Background: an optimization exercise with open tools, aiming at small area. Do not read the settings as production practice.
In this exercise RTL edits were held to simulation tests only and were not proved equivalent to the original.
Power and IR drop assume default switching activity. The clock port is modelled as an ideal driver; clocking choices that lean on that would not hold on a real chip.

// axi_lite_template
module axi_lite_template #(
  parameter int C_DATA_WIDTH = 32,
  parameter int C_ADDR_WIDTH = 32
) (
  input  logic                      clk,
  input  logic                      rst,
  input  logic [C_ADDR_WIDTH-1:0]   awaddr,
  input  logic [2:0]                awprot,
  input  logic                      awvalid,
  output logic                      awready,
  input  logic [C_DATA_WIDTH-1:0]   wdata,
  input  logic [C_DATA_WIDTH/8-1:0] wstrb,
  input  logic                      wvalid,
  output logic                      wready,
  output logic [1:0]                bresp,
  output logic                      bvalid,
  input  logic                      bready,
  input  logic [C_ADDR_WIDTH-1:0]   araddr,
  input  logic [2:0]                arprot,
  input  logic                      arvalid,
  output logic                      arready,
  output logic [C_DATA_WIDTH-1:0]   rdata,
  output logic [1:0]                rresp,
  output logic                      rvalid,
  input  logic                      rready
);
Size in the first run: roughly 2500 cells after synthesis, roughly 1100 flip-flops, about 150 I/O pins.
Settings: LEC_CHECK=0, CAP_MARGIN=20, CORE_MARGIN=2, CORE_UTILIZATION=65, CTS_CLUSTER_DIAMETER=80, CTS_CLUSTER_SIZE=25, SLEW_MARGIN=20, SYNTH_HIERARCHICAL=1; clock period 5.0 ns.
run.sh (not shown) runs the stock make flow with config.mk's settings and CLKGATE_MAP_FILE= SYNTH_SCRIPT=/design/flow/synth_recipe.tcl, a recipe that flattens the netlist after the stock synthesis.
The starting point finished clean.
Change:
CORE_UTILIZATION = 40   (was 65)
CTS_CLUSTER_DIAMETER = default   (was 80)
CTS_CLUSTER_SIZE = default   (was 25)
=>
- final area rises by 7.7%
- clock-buffer cell count came out higher by 86
- power is higher by 22%
- fmax climbs by 1.9%
- first-iteration DRC count is lower by 9.7%
- via count shrinks by 0.49%
- sequential share of layout area went down by 4.5 points


Another version of the RTL of axi_lite_template (not shown whole).
For scale: ~1900 cells after synthesis, ~150 I/O pins, roughly 0.039 mm^2 of cells after synthesis.
==> flow/design.v (excerpt) <==
module axi_lite_template #(
  parameter int C_DATA_WIDTH = 32,
  parameter int C_ADDR_WIDTH = 32
) (
  input  logic                      clk,
  input  logic                      rst,
  input  logic [C_ADDR_WIDTH-1:0]   awaddr,
  input  logic [2:0]                awprot,
  input  logic                      awvalid,
  output logic                      awready,
  input  logic [C_DATA_WIDTH-1:0]   wdata,
  input  logic [C_DATA_WIDTH/8-1:0] wstrb,
  input  logic                      wvalid,
  output logic                      wready,
  output logic [1:0]                bresp,
  output logic                      bvalid,
  input  logic                      bready,
  input  logic [C_ADDR_WIDTH-1:0]   araddr,
  input  logic [2:0]                arprot,
  input  logic                      arvalid,
  output logic                      arready,
  output logic [C_DATA_WIDTH-1:0]   rdata,
  output logic [1:0]                rresp,
  output logic                      rvalid,
  input  logic                      rready
);
  localparam int STRB_W = C_DATA_WIDTH / 8;
  localparam int N_REGS = 32;
  logic [C_DATA_WIDTH-1:0] regs [N_REGS];
  logic [4:0]              aw_idx;
  logic [C_DATA_WIDTH-1:0] w_data;
  logic [STRB_W-1:0]       w_strb;
  logic unused_inputs;
  assign unused_inputs = ^{awprot, arprot, awaddr, araddr};
  assign bresp = 2'b00;
  ...
clock: 5.0 ns
lec_check: 0
cap_margin: 20
core_margin: 2
core_utilization: 40
slew_margin: 20
synth_hierarchical: 1
Change:
- CORE_UTILIZATION: 40 -> 60
- CTS_BUF_LIST: default -> sky130_fd_sc_hd__clkbuf_4
Clock skew grows by 0.030 ns.
Cell count came out lower by about 5%.
Via count increases by about 4.7%.
Final area is lower by 1.8%.
Routed wire length went down by about 1.6%.
Non-clock buffer count falls by 13.
Worst setup slack improves by 0.17 ns.
Maximum frequency increases by about 5%.


axi_lite_template, a different RTL version from the one above (not shown whole).
Size in the first run: ~1,100 flip-flops, about 32,000 µm² of cells after synthesis.
make LEC_CHECK=0 CAP_MARGIN=20 CORE_MARGIN=2 CORE_UTILIZATION=75 CTS_CLUSTER_DIAMETER=80 CTS_CLUSTER_SIZE=30 SLEW_MARGIN=20 SYNTH_HIERARCHICAL=1 finish   # period 5.0 ns
Edit:
==> flow/flow/run.sh (new file) <==
#!/bin/bash
# The standard layout (standard.sh, with its standard synthesis), changed in two ways:
# - the port buffers that global placement adds to every input and output are buf_1 cells
#   rather than the flow's default choice;
# - clock tree synthesis clusters up to 20 sinks within 60 um per clkbuf_8 leaf buffer and
#   adds no dummy loads.
# Each step's full output goes to a log file of its own in the folder this runs in; ORFS also
# keeps its per-step logs under orfs/logs/.
set -euo pipefail
export BUFFER_PORTS_ARGS="-buffer_cell sky130_fd_sc_hd__buf_1"
export CTS_ARGS="-sink_clustering_enable -repair_clock_nets -sink_clustering_size 20 -sink_clustering_max_diameter 60 -dont_use_dummy_load -sink_clustering_buffer sky130_fd_sc_hd__clkbuf_8"
bash standard.sh synth > flow_synth.log 2>&1
bash standard.sh floorplan > flow_floorplan.log 2>&1
bash standard.sh place > flow_place.log 2>&1
bash standard.sh cts > flow_cts.log 2>&1
bash standard.sh route > flow_route.log 2>&1
bash standard.sh finish > flow_finish.log 2>&1
test -s out/final.def
==> flow/standard.sh (new file) <==
#!/bin/bash
# synth_recipe.tcl (not shown) runs the flow's synth.tcl, then flattens the netlist and writes it again
# the make line also repeats each setting of config.mk as NAME=value (left out here)
make -C /OpenROAD-flow-scripts/flow DESIGN_CONFIG=/design/flow/config.mk WORK_HOME=/design/flow/orfs CLKGATE_MAP_FILE= SYNTH_SCRIPT=/design/flow/synth_recipe.tcl "${@:-finish}"
CTS_CLUSTER_DIAMETER = 60   (was 80)
CTS_CLUSTER_SIZE = 20   (was 30)
removed: flow/run.sh
Result: Power came out lower by a few percent. Flip-flop and latch count stays the same. Via count went down slightly. Wire length drops by a few percent. Core utilization shrinks by 2.9 points. Synthesized cell count does not change. Sequential share of layout area goes up by 2.3 points. Clock skew goes up by 0.0096 ns. Setup slack is better by 0.079 ns. Non-clock buffer count goes down by 26. Combinational power shrinks by roughly a tenth.
Edit:
==> flow/flow/run.sh (replaced) <==
#!/bin/bash
# The standard layout (standard.sh, with its standard synthesis), changed in two ways:
# - the port buffers that global placement adds to every input and output are buf_1 cells
#   rather than the flow's default choice;
# - clock tree synthesis clusters up to 30 sinks within 80 um per leaf buffer and
#   adds no dummy loads.
# Each step's full output goes to a log file of its own in the folder this runs in; ORFS also
# keeps its per-step logs under orfs/logs/.
set -euo pipefail
export BUFFER_PORTS_ARGS="-buffer_cell sky130_fd_sc_hd__buf_1"
export CTS_ARGS="-sink_clustering_enable -repair_clock_nets -sink_clustering_size 30 -sink_clustering_max_diameter 80 -dont_use_dummy_load"
bash standard.sh synth > flow_synth.log 2>&1
bash standard.sh floorplan > flow_floorplan.log 2>&1
bash standard.sh place > flow_place.log 2>&1
bash standard.sh cts > flow_cts.log 2>&1
bash standard.sh route > flow_route.log 2>&1
bash standard.sh finish > flow_finish.log 2>&1
test -s out/final.def
CTS_CLUSTER_DIAMETER = 80   (was 60)
CTS_CLUSTER_SIZE = 30   (was 20)
=> Sequential cell count does not change; worst hold slack degrades by 0.011 ns; total power went up by 1.3%.
Edit:
==> flow/flow/run.sh (replaced) <==
#!/bin/bash
# The standard layout (standard.sh, with its standard synthesis), changed in two ways:
# - the port buffers that global placement adds to every input and output are buf_1 cells
#   rather than the flow's default choice;
# - clock tree synthesis clusters 25 sinks within 80 um per leaf buffer (the same as the
#   CTS_CLUSTER_* settings) and adds no dummy loads.
# Each step's full output goes to a log file of its own in the folder this runs in; ORFS also
# keeps its per-step logs under orfs/logs/.
set -euo pipefail
export BUFFER_PORTS_ARGS="-buffer_cell sky130_fd_sc_hd__buf_1"
export CTS_ARGS="-sink_clustering_enable -repair_clock_nets -sink_clustering_size 25 -sink_clustering_max_diameter 80 -dont_use_dummy_load"
bash standard.sh synth > flow_synth.log 2>&1
bash standard.sh floorplan > flow_floorplan.log 2>&1
bash standard.sh place > flow_place.log 2>&1
bash standard.sh cts > flow_cts.log 2>&1
bash standard.sh route > flow_route.log 2>&1
bash standard.sh finish > flow_finish.log 2>&1
test -s out/final.def
CTS_CLUSTER_SIZE = 25   (was 30)
Outcome: Worst setup slack got worse by 0.23 ns. Wire length rises by 0.39%. Die area does not change. Area after synthesis stays the same. Final cell count is about the same. Global-route usage rises by 0.20 points. Sequential share of layout area falls by 0.32 points. Worst hold slack improved by 0.029 ns. Cell area rises by 0.49%. Combinational power stays flat. Via count barely changes.

## static timing again, ports no longer ideal
How much do the figures lean on ideal ports? The routed layouts below were timed once more, with nothing changed but the port constraints. Step 1 (the two cells are an assumption about what drives the block):
set clk [get_ports {clk}]
set_driving_cell -lib_cell sky130_fd_sc_hd__clkbuf_16 $clk
set_driving_cell -lib_cell sky130_fd_sc_hd__buf_2 [delete_from_list [all_inputs] $clk]
Step 2, shift: input delay + t, output delay - t, t = (earliest + latest rising clock arrival at the registers) / 2. This alone moves slack from input paths to output paths. Slacks: ideal / step 1 / step 2; pairs: ideal / step 1.
run	shift t [ns]	setup slack, ns	hold WS [ns]	clock arrival spread, ns	pins driven straight from the clock port
the first run of note 1	0.700	0.375 / 0.416 / -0.284	0.334 / 0.334 / 0.334	0.034 / 0.034	1
the second run of note 1	0.737	0.462 / 0.495 / -0.242	0.334 / 0.334 / 0.334	0.034 / 0.034	1
the first run of note 2	0.722	1.368 / 1.403 / 0.681	0.570 / 0.570 / 0.570	0.031 / 0.030	1
the second run of note 2	1.150	1.539 / 1.539 / 0.615	0.448 / 0.412 / 0.619	0.068 / 0.068	1
the first run of note 3	0.682	0.700 / 0.740 / 0.058	0.340 / 0.340 / 0.340	0.044 / 0.044	1
the second run of note 3	0.659	0.779 / 0.823 / 0.164	0.309 / 0.309 / 0.309	0.048 / 0.048	1
the third run of note 3	0.674	0.806 / 0.848 / 0.174	0.298 / 0.298 / 0.298	0.056 / 0.056	1
the fourth run of note 3	0.688	0.576 / 0.613 / -0.075	0.328 / 0.328 / 0.328	0.044 / 0.044	1
With both steps, setup timing fails in the first run of note 1, the second run of note 1 and the fourth run of note 3, where it was met with ideal ports. The setup slack of the second run of note 2, which loses most, moves by 0.000 ns with the drivers and by -0.924 ns with both steps.
